This is an optimization exercise on Yosys and OpenROAD, whose aim is small area, a short achievable clock period and few clock cycles per item, not a production implementation. The RTL was checked by simulation tests, not by an equivalence proof against the original design. Power figures rest on the tool's default switching activity, not on a simulated workload.

## config.mk

```make
export PLATFORM = sky130hd
export DESIGN_NAME = merge_sorter
export DESIGN_NICKNAME = merge_sorter
export VERILOG_FILES = /design/flow/design.v
export SDC_FILE = /design/flow/constraint.sdc
export NUM_CORES = 4
export LEC_CHECK = 0
export CAP_MARGIN = 20
export CORE_MARGIN = 2
export CORE_UTILIZATION = 40
export CTS_CLUSTER_DIAMETER = 100
export CTS_CLUSTER_SIZE = 20
export SLEW_MARGIN = 20
export SYNTH_HIERARCHICAL = 1
```

## constraint.sdc

```tcl
create_clock -name core_clock -period 10.0 [get_ports {clk}]
set_input_delay 2.0000 -clock core_clock [delete_from_list [all_inputs] [get_ports {clk}]]
set_output_delay 2.0000 -clock core_clock [all_outputs]
set_load 0.01 [all_outputs]
```

## design.v

```verilog
package ms_pkg;
    localparam int DEPTH_DEF = 64;
    localparam int VALUE_BITS_DEF = 16;
endpackage
module ms_bank #(
    parameter int DEPTH      = ms_pkg::DEPTH_DEF,
    parameter int VALUE_BITS = ms_pkg::VALUE_BITS_DEF,
    parameter int RD_LO      = 16,
    parameter int RD_HI      = DEPTH / RD_LO
) (
    input  logic                  clk,
    input  logic                  rst_n,
    output logic                  phase,       
    input  logic [VALUE_BITS-1:0] nxt_pb,      
    input  logic                  nxt_cin,     
    input  logic                  ins0,        
    input  logic                  ins1,        
    input  logic [VALUE_BITS-1:0] ins_px,      
    input  logic [VALUE_BITS-1:0] ins_pb,      
    input  logic                  clear,       
    input  logic [RD_LO-1:0]      rd_lo,       
    input  logic [RD_HI-1:0]      rd_hi,       
    output logic [VALUE_BITS-1:0] rd_data,     
    output logic                  ge_head      
);
    localparam int LO_W = VALUE_BITS / 2;
    localparam int HI_W = VALUE_BITS - LO_W;
    logic [VALUE_BITS-1:0] mem [DEPTH];
    logic [DEPTH-1:0]      flag;        
    logic [DEPTH:0]        lo_cy;       
    logic [DEPTH:0]        hi_cy;       
    logic                  new_cy;      
    logic [VALUE_BITS-1:0] load_px;
    logic                  load_cy;
    always_ff @(posedge clk or negedge rst_n)
    begin
        if (!rst_n)
            phase <= 1'b0;
        else
            phase <= !phase;
    end
    assign load_px  = clear ? {VALUE_BITS{!phase}} : ins_px;
    assign load_cy  = clear ? !phase : new_cy;
    assign lo_cy[0] = 1'b0;
    assign hi_cy[0] = phase;      
    ms_cmp #(
        .WIDTH (LO_W)
    ) u_cmp_new (
        .a    (ins_px[LO_W-1:0]),
        .b    (nxt_pb[LO_W-1:0]),
        .cin  (nxt_cin),
        .cout (new_cy)
    );
    for (genvar i = 0; i < DEPTH; i++)
    begin : g_cell
        logic                  s_in, s_dn, s_keep;
        logic [VALUE_BITS-1:0] below;
        ms_cmp #(
            .WIDTH (LO_W)
        ) u_cmp_lo (
            .a    (mem[i][LO_W-1:0]),
            .b    (nxt_pb[LO_W-1:0]),
            .cin  (nxt_cin),
            .cout (lo_cy[i+1])
        );
        ms_cmp #(
            .WIDTH (HI_W)
        ) u_cmp_hi (
            .a    (mem[i][VALUE_BITS-1:LO_W]),
            .b    (ins_pb[VALUE_BITS-1:LO_W]),
            .cin  (flag[i]),
            .cout (hi_cy[i+1])
        );
        assign s_in   = clear || (ins0 && hi_cy[i+1] && !hi_cy[i]) || (ins1 && !hi_cy[i+1] && hi_cy[i]);
        assign s_dn   = (ins0 && hi_cy[i]) || (ins1 && !hi_cy[i]);
        assign s_keep = !clear && !((ins0 && hi_cy[i+1]) || (ins1 && !hi_cy[i+1]));
        if (i > 0)
        begin : g_below
            assign below = mem[i-1];
        end
        else
        begin : g_bottom
            assign below = '0;
        end
        always_ff @(posedge clk)
        begin
            mem[i]  <= ~(({VALUE_BITS{s_keep}} & mem[i])
                       | ({VALUE_BITS{s_dn}}   & below)
                       | ({VALUE_BITS{s_in}}   & load_px));
            flag[i] <= ~((s_keep & lo_cy[i+1])
                       | (s_dn   & lo_cy[i])
                       | (s_in   & load_cy));
        end
    end
    logic [VALUE_BITS-1:0] rd_grp [RD_HI];
    logic [VALUE_BITS-1:0] rd_any;
    always_comb
    begin
        rd_any = '0;
        for (int g = 0; g < RD_HI; g++)
        begin
            rd_grp[g] = '0;
            for (int l = 0; l < RD_LO; l++)
                rd_grp[g] = rd_grp[g] | ({VALUE_BITS{rd_lo[l]}} & mem[RD_LO*g+l]);
            rd_any = rd_any | ({VALUE_BITS{rd_hi[g]}} & rd_grp[g]);
        end
    end
    assign rd_data = rd_any ^ {VALUE_BITS{phase}};
    assign ge_head = hi_cy[1] ^ phase;
endmodule
module ms_cmp #(
    parameter int WIDTH = 8
) (
    input  logic [WIDTH-1:0] a,
    input  logic [WIDTH-1:0] b,
    input  logic             cin,
    output logic             cout
);
    logic [WIDTH:0] c;
    assign c[0] = cin;
    for (genvar j = 0; j < WIDTH; j++)
    begin : g_bit
        assign c[j+1] = (a[j] & b[j]) | ((a[j] | b[j]) & c[j]);
    end
    assign cout = c[WIDTH];
endmodule
module merge_sorter #(
    parameter int DEPTH      = ms_pkg::DEPTH_DEF,
    parameter int VALUE_BITS = ms_pkg::VALUE_BITS_DEF
) (
    input  logic                  clk,
    input  logic                  rst_n,
    input  logic                  in_valid,
    output logic                  in_ready,
    input  logic [VALUE_BITS-1:0] value,
    input  logic                  last,
    output logic                  out_valid,
    input  logic                  out_ready,
    output logic [VALUE_BITS-1:0] sorted_value,
    output logic                  final_res,
    output logic                  overflow
);
    localparam int CNT_W = $clog2(DEPTH + 1);
    localparam logic [CNT_W-1:0] DEPTH_C = CNT_W'(DEPTH);
    localparam logic [CNT_W-1:0] ONE_C   = CNT_W'(1);
    logic                  in_fire, store_ok;
    logic [CNT_W-1:0]      left;         
    logic                  left_one;     
    logic                  clr_reg;      
    logic                  drain;        
    logic                  ovf_reg;      
    localparam int RD_LO = 16;
    localparam int RD_HI = DEPTH / RD_LO;
    logic [RD_LO-1:0]      rd_lo;        
    logic [RD_HI-1:0]      rd_hi;        
    logic                  a_ins, a_fin, a_cin;
    logic [VALUE_BITS-1:0] a_px, a_pb;   
    logic                  b_ins, b_ins0, b_ins1, b_fin;
    logic [VALUE_BITS-1:0] b_px, b_pb;
    logic                  phase, ge_head, pop, pop_last;
    logic [VALUE_BITS-1:0] rd_data, head_value;
    logic                  q_valid, q_last, q_ovf;
    logic [VALUE_BITS-1:0] q_value;
    assign in_fire  = in_valid && in_ready;
    assign store_ok = (left != DEPTH_C);
    assign pop      = (drain || b_fin) && (!q_valid || out_ready);
    assign pop_last = left_one;
    ms_bank #(
        .DEPTH      (DEPTH),
        .VALUE_BITS (VALUE_BITS),
        .RD_LO      (RD_LO),
        .RD_HI      (RD_HI)
    ) u_bank (
        .clk     (clk),
        .rst_n   (rst_n),
        .phase   (phase),
        .nxt_pb  (a_pb),
        .nxt_cin (a_cin),
        .ins0    (b_ins0),
        .ins1    (b_ins1),
        .ins_px  (b_px),
        .ins_pb  (b_pb),
        .clear   (clr_reg),
        .rd_lo   (rd_lo),
        .rd_hi   (rd_hi),
        .rd_data (rd_data),
        .ge_head (ge_head)
    );
    assign head_value = (b_ins && ge_head) ? (b_px ^ {VALUE_BITS{phase}}) : rd_data;
    always_ff @(posedge clk or negedge rst_n)
    begin
        if (!rst_n)
        begin
            in_ready <= 1'b0;
            clr_reg  <= 1'b1;
            left     <= '0;
            left_one <= 1'b0;
            a_ins    <= 1'b0;
            a_fin    <= 1'b0;
            a_cin    <= 1'b0;
            b_ins    <= 1'b0;
            b_ins0   <= 1'b0;
            b_ins1   <= 1'b0;
            b_fin    <= 1'b0;
            drain    <= 1'b0;
            ovf_reg  <= 1'b0;
            q_valid  <= 1'b0;
        end
        else
        begin
            clr_reg <= pop && pop_last;
            if (clr_reg && !drain)
                in_ready <= 1'b1;
            a_ins  <= in_fire && store_ok;
            a_fin  <= in_fire && last;
            a_cin  <= phase;
            b_ins  <= a_ins;
            b_ins0 <= a_ins && phase;
            b_ins1 <= a_ins && !phase;
            b_fin  <= a_fin;
            if (in_fire && store_ok)
            begin
                left     <= left + ONE_C;
                left_one <= (left == '0);
            end
            if (in_fire)
            begin
                if (!store_ok)
                    ovf_reg <= 1'b1;
                if (last)
                    in_ready <= 1'b0;
            end
            if (b_fin)
                drain <= 1'b1;
            if (pop)
            begin
                left     <= left - ONE_C;
                left_one <= (left == CNT_W'(2));
                if (pop_last)
                begin
                    drain    <= 1'b0;
                    in_ready <= 1'b1;
                    ovf_reg  <= 1'b0;
                end
            end
            if (!q_valid || out_ready)
                q_valid <= pop;
        end
    end
    always_ff @(posedge clk)
    begin
        a_px <= value ^ {VALUE_BITS{!phase}};
        a_pb <= value ^ {VALUE_BITS{phase}};
        b_px <= a_pb;
        b_pb <= a_px;
    end
    always_ff @(posedge clk)
    begin
        if (clr_reg)
        begin
            rd_lo <= RD_LO'(1);
            rd_hi <= RD_HI'(1);
        end
        else if (pop)
        begin
            rd_lo <= {rd_lo[RD_LO-2:0], rd_lo[RD_LO-1]};
            if (rd_lo[RD_LO-1])
                rd_hi <= {rd_hi[RD_HI-2:0], 1'b0};
        end
    end
    always_ff @(posedge clk)
    begin
        if (pop)
        begin
            q_value <= head_value;
            q_last  <= pop_last;
            q_ovf   <= ovf_reg;
        end
    end
    assign out_valid    = q_valid;
    assign sorted_value = q_value;
    assign final_res    = q_last;
    assign overflow     = q_ovf;
endmodule
```

## flow/run.sh

```bash
#!/bin/bash
# Standard layout, with repair_timing aiming for more setup slack than the clock needs.
set -euo pipefail
bash standard.sh SETUP_SLACK_MARGIN=6.7 finish > standard.log 2>&1
```

## standard.sh

```bash
#!/bin/bash
# synth_recipe.tcl (not shown) runs the flow's synth.tcl, then flattens the netlist and writes it again
# the make line also repeats each setting of config.mk as NAME=value (left out here)
make -C /OpenROAD-flow-scripts/flow DESIGN_CONFIG=/design/flow/config.mk WORK_HOME=/design/flow/orfs CLKGATE_MAP_FILE= SYNTH_SCRIPT=/design/flow/synth_recipe.tcl "${@:-finish}"
```

==> results by group, run 1 <==
Run status
  – Status: failed layout checks
  – Layout check failures: slew limit

Clock network
  – Clk slew on worst S/H paths: 0.10 ns
  – Longest Clk Path Bufs: 3
  – CTS sink cnt: 1,195
  – CTS Root Cell: clkbuf_16
  – TritonCTS Buffers: 69
  – CTS tree: built
  – Insertion delay to the later sink of the worst-skew pair: 0.73 ns
  – CTS H-tree depth: 3
  – Hold_buf cts: 0

STA
  – Clk_skew: 0.0306 ns
  – RSZ-0062 raised after global routing: yes
  – Final Max Tran Viols: 37
  – Rel. slew slack: -9.87%
  – Max frequency: 287 MHz
  – Min Tclk post-route: 3.49 ns
  – Final setup viols: 0
  – TNS Setup: 0 ns
  – Final Hold Vio Count: 0
  – Final Cycle Share: 34.9%
  – Measured slew at the worst slew-check pin: 1.65 ns

Die
  – DIE AREA: 0.147 sq mm
  – Initial Util: 40.2%
  – Core area: 0.143 sq mm
  – IO Pins: 41
  – Die boundary width: 383 um
  – Die Y: 383 um
  – Std cell rows: 139

Routing
  – Vias/cell: 8.66
  – Drt wl/cell: 39.6 um
  – Iter 0 DRT Violations: 17.9k
  – Antenna viol nets, final: 0
  – Drc violations: 0
  – DRT Pass-1 Iters: 21
  – Final WL: 293,000 um
  – Via Count: 64.0k

Layout
  – Layout filler cell count: 13.6k
  – Commonest non-fill, non-tap cell in the layout: dfxtp_1
  – Area grow syn2layout: 9.39%
  – Post-layout util: 43.9%
  – # nets final: 5,492
  – Commonest non-fill, non-tap cells in the layout: dfxtp_1, a222oi_1, a22oi_1
  – Biggest regs: u_bank.mem: 1024 flops, u_bank.flag: 64 flops
  – Largest register FFs: 1,024
  – Fraction of layout cells with a size suffix above 1: 9.90%
  – Top reg by flops: u_bank.mem

Hold path
  – Worst min path class: reg -> reg

GRT
  – Gr usage total: 37.3%
  – Largest net degree at the start of global routing: 114
  – Via count of the first global-routing pass: 57.0k
  – Grt ovf: 0
  – Initial antenna violation count: 8
  – First-pass GRT wire length: 414,000 um

Power
  – Pwr/cell area: 426 mW/mm^2
  – Clock power share: 11.3%
  – Net Sw Power: 13,300 uW
  – Switching share of total power: 49.7%
  – Flop pwr share: 45.0%
  – Internal power: 13,500 uW
  – Worst VDD drop: 0.000234 V
  – Pleak: 0.0209 uW
  – Power share of the combinational group: 43.7%

Logic synthesis
  – Mapped Cells: 5,676
  – Yosys warnings: 12
  – Post-Syn Nets: 5,698
  – Mean Syn Cell Area: 10.1 sq um
  – Synthesized area: 0.0575 sq mm

Critical path
  – Cell family with most CP delay: compound AO/OA/AOI/OAI gates
  – Arr. time, crit path: 3.94 ns
  – CP cell instances: buf_4 > buf_4 > a221oi_1 > nand4_1 > a221oi_4 > xnor2_1 > nor2_1 > a21oi_1
  – CP endpoint kind: flip-flop
  – Critical path class: reg -> reg
  – Slowest Stage Delay on Critical Path: 0.62 ns
  – Critical path launch point type: flip-flop
  – Crit-path slowest cell: a221oi_1
  – WP data required: 10.45 ns
  – Crit path max fanout: 37
  – Most frequent CP cell: buf_4
  – WP buf/inv: 2

Placed design
  – Port bufs: 40
  – DP HPWL: 185,000 um
  – GPL Wtd Cong: 0.988

Job
  – Max cap viols: 0
==> metrics by stage <==
step | hold slack, ns | std cells | power [uW] | setup WS (ns) | area (sq um)
after floorplan | 0.309 | 5676 | 17100 | 6.42 | 57500
after global placement | 0.311 | 7263 | 22200 | 5.67 | 59400
after detailed placement | 0.312 | 7267 | 22400 | 5.63 | 59500
after CTS | 0.332 | 7369 | 25500 | 6.70 | 62100
after global routing | 0.328 | 7389 | 27400 | 6.61 | 62900
final | 0.327 | 7391 | 26800 | 6.51 | 62900
==> area by class of cell <==
cell class | instances | area (sq um) | area share (%)
clock inverters | 2 | 13.8 | 0.0219
clock buffers | 85 | 1830 | 2.91
multi-input cells | 3907 | 31800 | 50.6
well taps | 1903 | 2380 | 3.79
diodes | 2 | 5.00 | 0.00796
repair buffers | 228 | 2240 | 3.56
inverters | 69 | 269 | 0.428
flip-flops and latches | 1195 | 24300 | 38.7
==> power by group through the flow <==
stage	registers [uW]	logic [uW]	clock network, uW
after CTS	11600	10900	3030
final	12100	11700	3040
after global routing	12000	12100	3190
after detailed placement	11700	10700	0
after global placement	11700	10600	0
after floorplan	9520	7530	0
==> final timing paths <==
check	from	cells after the start	slack [ns]	end
min	a_pb[14]	0	0.33	b_px[14]
min in group asynchronous	rst_n	1	1.26	left[2]
max reg2reg	rd_lo[7]	8	6.51	q_value[4]
max	rd_lo[7]	8	6.51	q_value[4]
min reg2reg	a_pb[14]	0	0.33	b_px[14]
max in group asynchronous	rst_n	1	8.35	a_cin
==> layer usage <==
metal	wire length, um	track usage (%)	vias up	share of wire (%)
met2	120000	53.8	6074	41
met3	46300	12.2	1200	16
li1	-	-	25400	-
met4	21000	21.3	8	7.2
met1	105000	48.6	31300	36
met5	83	0.198	-	0.028
==> repair_timing <==
action | CTS | global route
gates cloned | 2 | 1
buffers inserted | 13 | 19
pin swaps | 21 | 19
resized for setup | 218 | 97
setup endpoints to repair | 1111 | 931
Testbench counts, summed over its fixed seeds: cycles 12,808, items 6,212.
==> run 2, diff against run 1 <==
--- a/design.v
+++ b/design.v
@@ -155,4 +155,4 @@
     logic [RD_HI-1:0]      rd_hi;        
-    logic                  a_ins, a_fin, a_cin;
-    logic [VALUE_BITS-1:0] a_px, a_pb;   
+    logic [VALUE_BITS-1:0] nxt_pb;       
+    logic                  nxt_cin;      
     logic                  b_ins, b_ins0, b_ins1, b_fin;
@@ -176,4 +176,4 @@
         .phase   (phase),
-        .nxt_pb  (a_pb),
-        .nxt_cin (a_cin),
+        .nxt_pb  (nxt_pb),
+        .nxt_cin (nxt_cin),
         .ins0    (b_ins0),
@@ -197,5 +197,3 @@
             left_one <= 1'b0;
-            a_ins    <= 1'b0;
-            a_fin    <= 1'b0;
-            a_cin    <= 1'b0;
+            nxt_cin  <= 1'b1;
             b_ins    <= 1'b0;
@@ -213,9 +211,7 @@
                 in_ready <= 1'b1;
-            a_ins  <= in_fire && store_ok;
-            a_fin  <= in_fire && last;
-            a_cin  <= phase;
-            b_ins  <= a_ins;
-            b_ins0 <= a_ins && phase;
-            b_ins1 <= a_ins && !phase;
-            b_fin  <= a_fin;
+            nxt_cin <= phase;
+            b_ins   <= in_fire && store_ok;
+            b_ins0  <= in_fire && store_ok && phase;
+            b_ins1  <= in_fire && store_ok && !phase;
+            b_fin   <= in_fire && last;
             if (in_fire && store_ok)
@@ -249,8 +245,7 @@
     end
+    assign nxt_pb = value ^ {VALUE_BITS{!phase}};
     always_ff @(posedge clk)
     begin
-        a_px <= value ^ {VALUE_BITS{!phase}};
-        a_pb <= value ^ {VALUE_BITS{phase}};
-        b_px <= a_pb;
-        b_pb <= a_px;
+        b_px <= value ^ {VALUE_BITS{!phase}};
+        b_pb <= value ^ {VALUE_BITS{phase}};
     end
--- a/config.mk
+++ b/config.mk
@@ -7,3 +7,3 @@
 export LEC_CHECK = 0
-export CAP_MARGIN = 20
+export CAP_MARGIN = 30
 export CORE_MARGIN = 2
@@ -12,3 +12,3 @@
 export CTS_CLUSTER_SIZE = 20
-export SLEW_MARGIN = 20
+export SLEW_MARGIN = 45
 export SYNTH_HIERARCHICAL = 1
==> run 2 against run 1 <==
Now clean on timing, DRC and antenna. Sequential share of layout area down 2.0 points. Global-route usage grew 0.56 points. Power increased by 1.0%. Maximum frequency rose by 1.8%. Worst hold slack improved by 0.13 ns. Core utilization is 1.7 points higher. Setup slack better by 0.063 ns. Final cell count rose by 0.57%. Flip-flop and latch count is 26 lower. Largest cell class unchanged.
==> results by group, run 2 <==
Critical path
  – WP data required: 10.52 ns
  – Arr. time, crit path: 3.94 ns
  – Critical Path Start: value[1]
  – R2R Path Start: rd_lo[2]
  – Most frequent CP cell: buf_12
  – Crit-path slowest cell: xnor2_4
  – Critical path class: in -> reg
  – Critical path launch point type: input pin
  – CP cell instances: buf_8 > xnor2_4 > buf_12 > a22oi_2 > a211oi_2 > o221ai_1 > nand3_1 > inv_2 > o21ai_4 > buf_12 > buf_16 > a222oi_1
  – Crit path max fanout: 7
  – Slowest Stage Delay on Critical Path: 0.25 ns
  – WP buf/inv: 5
  – Worst-case reg-to-reg path depth: 8
  – CP endpoint kind: flip-flop
  – Cell family with most CP delay: buffers and inverters
  – WP depth: 12

Clock network
  – Hold_buf cts: 0
  – Insertion delay to the later sink of the worst-skew pair: 0.70 ns
  – Longest Clk Path Bufs: 3
  – CTS tree: built
  – Clk slew on worst S/H paths: 0.09 ns
  – CTS Root Cell: clkbuf_16
  – TritonCTS Buffers: 68
  – CTS H-tree depth: 3
  – CTS sink cnt: 1,169

Die
  – Initial Util: 40.4%
  – Std cell rows: 138
  – DIE AREA: 0.146 sq mm
  – Core area: 0.142 sq mm
  – Die Y: 382 um
  – IO Pins: 41
  – Die boundary width: 382 um

Placed design
  – Port bufs: 40
  – DP HPWL: 178,000 um
  – GPL Wtd Cong: 0.983

GRT
  – Gr usage total: 37.9%
  – Initial antenna violation count: 12
  – Largest net degree at the start of global routing: 74
  – Via count of the first global-routing pass: 57.9k
  – First-pass GRT wire length: 420,000 um
  – Grt ovf: 0

Logic synthesis
  – Yosys warnings: 12
  – Synthesized area: 0.0572 sq mm
  – Mean Syn Cell Area: 10.1 sq um
  – Mapped Cells: 5,643
  – Post-Syn Nets: 5,665

Routing
  – DRT Pass-1 Iters: 22
  – Via Count: 65.4k
  – Vias/cell: 8.80
  – Drc violations: 0
  – Drt wl/cell: 40.7 um
  – Antenna viol nets, final: 0
  – Final WL: 302,000 um
  – Iter 0 DRT Violations: 20.1k

Layout
  – Fraction of layout cells with a size suffix above 1: 13.1%
  – Largest register FFs: 1,024
  – Register Area: 0.0238 sq mm
  – Layout filler cell count: 13.3k
  – Top reg by flops: u_bank.mem
  – Commonest non-fill, non-tap cell in the layout: dfxtp_1
  – Area grow syn2layout: 13.1%
  – Commonest non-fill, non-tap cells in the layout: dfxtp_1, a222oi_1, a22oi_1
  – Biggest regs: u_bank.mem: 1024 flops, u_bank.flag: 64 flops
  – # nets final: 5,539
  – Multi-input gate area: 0.0324 sq mm
  – Post-layout util: 45.7%

STA
  – RSZ-0062 raised after global routing: yes
  – Final Cycle Share: 34.2%
  – Final Hold Vio Count: 0
  – Min Tclk post-route: 3.42 ns
  – Rel. slew slack: 37.5%
  – Clk_skew: 0.0304 ns
  – Max frequency: 292 MHz
  – Final Max Tran Viols: 0
  – Final setup viols: 0
  – Measured slew at the worst slew-check pin: 0.938 ns
  – TNS Setup: 0 ns

Job
  – Max cap viols: 0

Run status
  – Status: finished clean

Hold path
  – Hold Crit Start: ovf_reg
  – Worst min path class: reg -> reg
  – Hold Path Stages: 0

Power
  – Pwr/cell area: 419 mW/mm^2
  – Worst VDD drop: 0.000187 V
  – Pleak: 0.0218 uW
[run 2: where the power goes]
part | total [uW] | switching (uW) | internal (uW)
logic | 12100 | 6970 | 5130
registers | 11900 | 4700 | 7250
clock network | 3050 | 1720 | 1320
total | 27100 | 13400 | 13700
[run 2: through the flow]
| step | total power (uW) | setup slack [ns] | hold slack, ns | std cells | area (sq um) |
|---|---|---|---|---|---|
| floorplan | 17400 | 4.35 | 0.371 | 5643 | 57400 |
| global placement | 22300 | 4.16 | 0.434 | 7203 | 59100 |
| detailed placement | 22500 | 4.39 | 0.440 | 7210 | 59600 |
| CTS | 25600 | 6.50 | 0.451 | 7371 | 63200 |
| global route | 27600 | 6.54 | 0.468 | 7426 | 64700 |
| finish | 27100 | 6.58 | 0.458 | 7433 | 64700 |
[run 2: layout make-up]
class,count,share of cell area (%)
multi-input cells,3904,50.1
flip-flops and latches,1169,36.7
repair buffers,312,6.21
well taps,1890,3.65
clock buffers,87,2.90
inverters,62,0.389
diodes,8,0.0309
clock inverters,1,0.0174
[run 2: per-layer routing]
layer	global-route usage [%]	routed length [um]	up-vias	part of all wire, %
met5	0	407	-	0.13
met4	19.8	20800	28	6.9
met3	14.3	53600	1338	18
met1	51.2	110000	31900	37
li1	-	-	25500	-
met2	51.7	117000	6657	39
[run 2: final timing paths]
check	to	slack, ns
worst max-delay path	u_bank.flag[25]	6.58
min in group asynchronous	left[6]	1.24
max in group asynchronous	u_bank.phase	8.38
worst min register to register	q_ovf	0.46
worst max register to register	q_value[4]	6.58
worst min-delay path	q_ovf	0.46
[run 2: repair_timing]
action / 4_1_cts / 5_1_grt
pin swaps: 37 / 89
cloned: 28 / 21
resized for setup: 255 / 151
endpoints found under the setup margin: 1130 / 819
endpoints found under the hold margin: 0 / 0
setup buffers: 45 / 28
[run 2: worst register-to-register path: stages (launching register included)]
cell      delay (ns)
dfxtp_2         0.51
buf_4           0.30
buf_4           0.29
a221oi_1        0.62
nand4_1         0.53
a221oi_2        0.47
xnor2_1         0.16
nor2_1          0.08
a21oi_2         0.25
Testbench counts of run 2, summed over its fixed seeds: cycles 12,616, items 6,212.
==> run 3, diff against run 2 <==
--- a/config.mk
+++ b/config.mk
@@ -7,3 +7,3 @@
 export LEC_CHECK = 0
-export CAP_MARGIN = 30
+export CAP_MARGIN = 40
 export CORE_MARGIN = 2
@@ -12,3 +12,3 @@
 export CTS_CLUSTER_SIZE = 20
-export SLEW_MARGIN = 45
+export SLEW_MARGIN = 60
 export SYNTH_HIERARCHICAL = 1
==> run 3 against run 2 <==
Still clean on timing, DRC and antenna. Flip-flop and latch count stayed put. Wire length is 2.9% lower. Final area rose by 1.9%. Core utilization rose by 0.85 points. Sequential share of layout area fell by 0.67 points. Clock-buffer cell count shrank 2. Non-clock buffer count rose by 59. Critical path type unchanged.
==> results by group, run 3 <==
Run status
  – Status: finished clean

Power
  – Internal power: 13,800 uW
  – Total power: 27,100 uW
  – Pwr/cell area: 411 mW/mm^2
  – Clock power share: 11.1%
  – Pleak: 0.0223 uW
  – Worst VDD drop: 0.000195 V
  – Net Sw Power: 13,300 uW
  – Power share of the combinational group: 44.9%
  – Flop pwr share: 44.0%
  – Switching share of total power: 49.1%

Critical path
  – Crit path max fanout: 8
  – Crit-path slowest cell: a222oi_1
  – WP buf/inv: 8
  – Critical path class: in -> reg
  – CP cell instances: buf_8 > xnor2_4 > buf_12 > buf_16 > a22oi_2 > o21ai_1 > o221ai_1 > nand3_1 > inv_2 > o21ai_4 > buf_12 > buf_12 > buf_12 > buf_16 > a222oi_1
  – CP endpoint kind: flip-flop
  – Most frequent CP cell: buf_12
  – Critical path launch point type: input pin
  – Arr. time, crit path: 4.13 ns
  – WP data required: 10.60 ns
  – Slowest Stage Delay on Critical Path: 0.30 ns
  – Cell family with most CP delay: buffers and inverters

STA
  – Final Hold Vio Count: 0
  – TNS Setup: 0 ns
  – Min Tclk post-route: 3.53 ns
  – Rel. slew slack: 55.3%
  – Final setup viols: 0
  – Final Max Tran Viols: 0
  – Final Cycle Share: 35.3%
  – Max frequency: 283 MHz
  – PnR worst setup slack: 6.47 ns
  – RSZ-0062 raised after global routing: yes
  – Clk_skew: 0.0439 ns
  – Measured slew at the worst slew-check pin: 0.671 ns

Placed design
  – Pre-CTS setup slack: 4.72 ns
  – DP HPWL: 183,000 um
  – Placed Cells: 7,250
  – Port bufs: 40
  – GPL Wtd Cong: 0.983

Layout
  – Post-layout util: 46.5%
  – Final Non-Filler Cells: 7,492
  – # nets final: 5,598
  – Area grow syn2layout: 15.2%
  – Commonest non-fill, non-tap cells in the layout: dfxtp_1, a222oi_1, a22oi_1
  – Top reg by flops: u_bank.mem
  – Biggest regs: u_bank.mem: 1024 flops, u_bank.flag: 64 flops
  – Fraction of layout cells with a size suffix above 1: 14.1%
  – Commonest non-fill, non-tap cell in the layout: dfxtp_1
  – Largest register FFs: 1,024

Routing
  – Final WL: 294,000 um
  – DRT Pass-1 Iters: 22
  – Vias/cell: 8.63
  – Drt wl/cell: 39.2 um
  – Iter 0 DRT Violations: 19.9k
  – Drc violations: 0
  – Antenna viol nets, final: 0
  – Via Count: 64.6k

Die
  – Initial Util: 40.4%
  – Std cell rows: 138
  – Die Y: 382 um
  – IO Pins: 41
  – DIE AREA: 0.146 sq mm
  – Core area: 0.142 sq mm
  – Die boundary width: 382 um

GRT
  – Gr usage total: 37.6%
  – First-pass GRT wire length: 418,000 um
  – Initial antenna violation count: 4
  – Via count of the first global-routing pass: 58.4k
  – Grt ovf: 0
  – Largest net degree at the start of global routing: 71

Logic synthesis
  – Mean Syn Cell Area: 10.1 sq um
  – Post-Syn Nets: 5,665
  – Yosys warnings: 12
  – Mapped Cells: 5,643
  – Synthesized area: 0.0572 sq mm

Hold path
  – Worst min path class: reg -> reg

Clock network
  – CTS sink cnt: 1,169
  – CTS H-tree depth: 3
  – Clk slew on worst S/H paths: 0.09 ns
  – Insertion delay to the later sink of the worst-skew pair: 0.71 ns
  – Hold_buf cts: 0
  – CTS tree: built
  – Longest Clk Path Bufs: 3
  – TritonCTS Buffers: 68
  – CTS Root Cell: clkbuf_16

Job
  – Max cap viols: 0
-- run 3: cell count changes in the layout (fill, tap and decap cells not counted), moves of 7 or more --
cell,delta
a311o_1,-15
a311o_2,+15
buf_12,+14
clkbuf_8,+14
nor2_4,+13
buf_8,+12
buf_16,+11
nor2_2,-11
bufbuf_16,+8
clkbuf_16,-8
o22ai_1,+7
-- run 3: worst register-to-register path, stage by stage, from the launching register on --
cell      delay (ns)
dfrtp_4         0.80
buf_6           0.52
xnor2_4         0.16
buf_12          0.15
buf_16          0.13
a22oi_2         0.15
o21ai_1         0.09
o221ai_1        0.17
nand3_1         0.11
inv_2           0.08
o21ai_4         0.09
buf_12          0.18
buf_12          0.15
buf_12          0.13
buf_16          0.15
a222oi_1        0.31
-- run 3: cell type report --
cell class	count	area (sq um)
repair buffers	371	5170
multi-input cells	3904	32500
fillers	13000	75800
flip-flops and latches	1169	23800
clock buffers	85	1830
clock inverters	3	22.5
diodes	8	20.0
inverters	62	250
well taps	1890	2360
-- run 3: power groups by stage --
stage / clock network, uW / logic (uW) / registers (uW)
floorplan: 0 / 7890 / 9510
global placement: 0 / 10800 / 11500
detailed placement: 0 / 11100 / 11500
CTS: 2990 / 11400 / 11400
global route: 3140 / 12700 / 11900
finish: 3010 / 12200 / 11900
-- run 3: worst paths after layout --
check	from	slack, ns	endpoint	cells past startpoint
worst max register to register	u_bank.phase	6.54	u_bank.flag[7]	15
worst max-delay path	value[5]	6.47	u_bank.flag[7]	15
worst min register to register	ovf_reg	0.45	q_ovf	0
min in group asynchronous	rst_n	1.26	u_bank.phase	1
max in group asynchronous	rst_n	8.34	b_ins0	1
worst min-delay path	ovf_reg	0.45	q_ovf	0
-- run 3: per-stage QoR --
stage               hold WS [ns]  instance area, sq um
floorplan                  0.371                 57400
global placement           0.434                 59100
detailed placement         0.440                 60800
CTS                        0.454                 64600
global route               0.475                 65900
finish                     0.454                 65900
-- run 3: metal layers --
layer  track usage, %  wire length, um  up-vias
met4             20.9            20000        4
met1             50.7           107000    31500
li1                 -                -    25600
met5            0.364              141        -
met2             51.5           115000     6334
met3             13.7            51000     1145
-- run 3: timing repair --
| action | 4_1_cts | 5_1_grt |
|---|---|---|
| resized for setup | 202 | 119 |
| pin swaps | 44 | 57 |
| setup buffers | 50 | 17 |
| endpoints found under the setup margin | 633 | 391 |
| gates cloned | 34 | 10 |

## re-timing with driven ports
The results above use ideal ports. As a check the final layouts listed here were re-extracted and re-timed, cells and wires unchanged. Step 1: set_driving_cell puts a clkbuf_16 on clk and a buf_2 on each other input, an assumption about the parent block. Step 2 moves the port delays by t, midway between the first and last clock arrival at a register: inputs arrive t later, outputs are due t later. That takes back most of the time a late clock gives input paths. Three values: ideal ports, drivers, drivers and shift; two values: the first two.
| run | t (ns) | setup WS [ns] | latest minus earliest clock arrival (ns) | worst slew at a driven data input, ns |
|---|---|---|---|---|
| run 1 | 0.788 | 6.512 / 6.512 / 6.249 | 0.033 / 0.033 | 0.09 |
| run 2 | 0.778 | 6.576 / 6.585 / 5.844 | 0.036 / 0.037 | 0.06 |
| run 3 | 0.757 | 6.472 / 6.506 / 5.749 | 0.044 / 0.044 | 0.06 |
The setup slack of run 2, which loses most, moves by +0.009 ns with the drivers and by -0.732 ns with both steps.
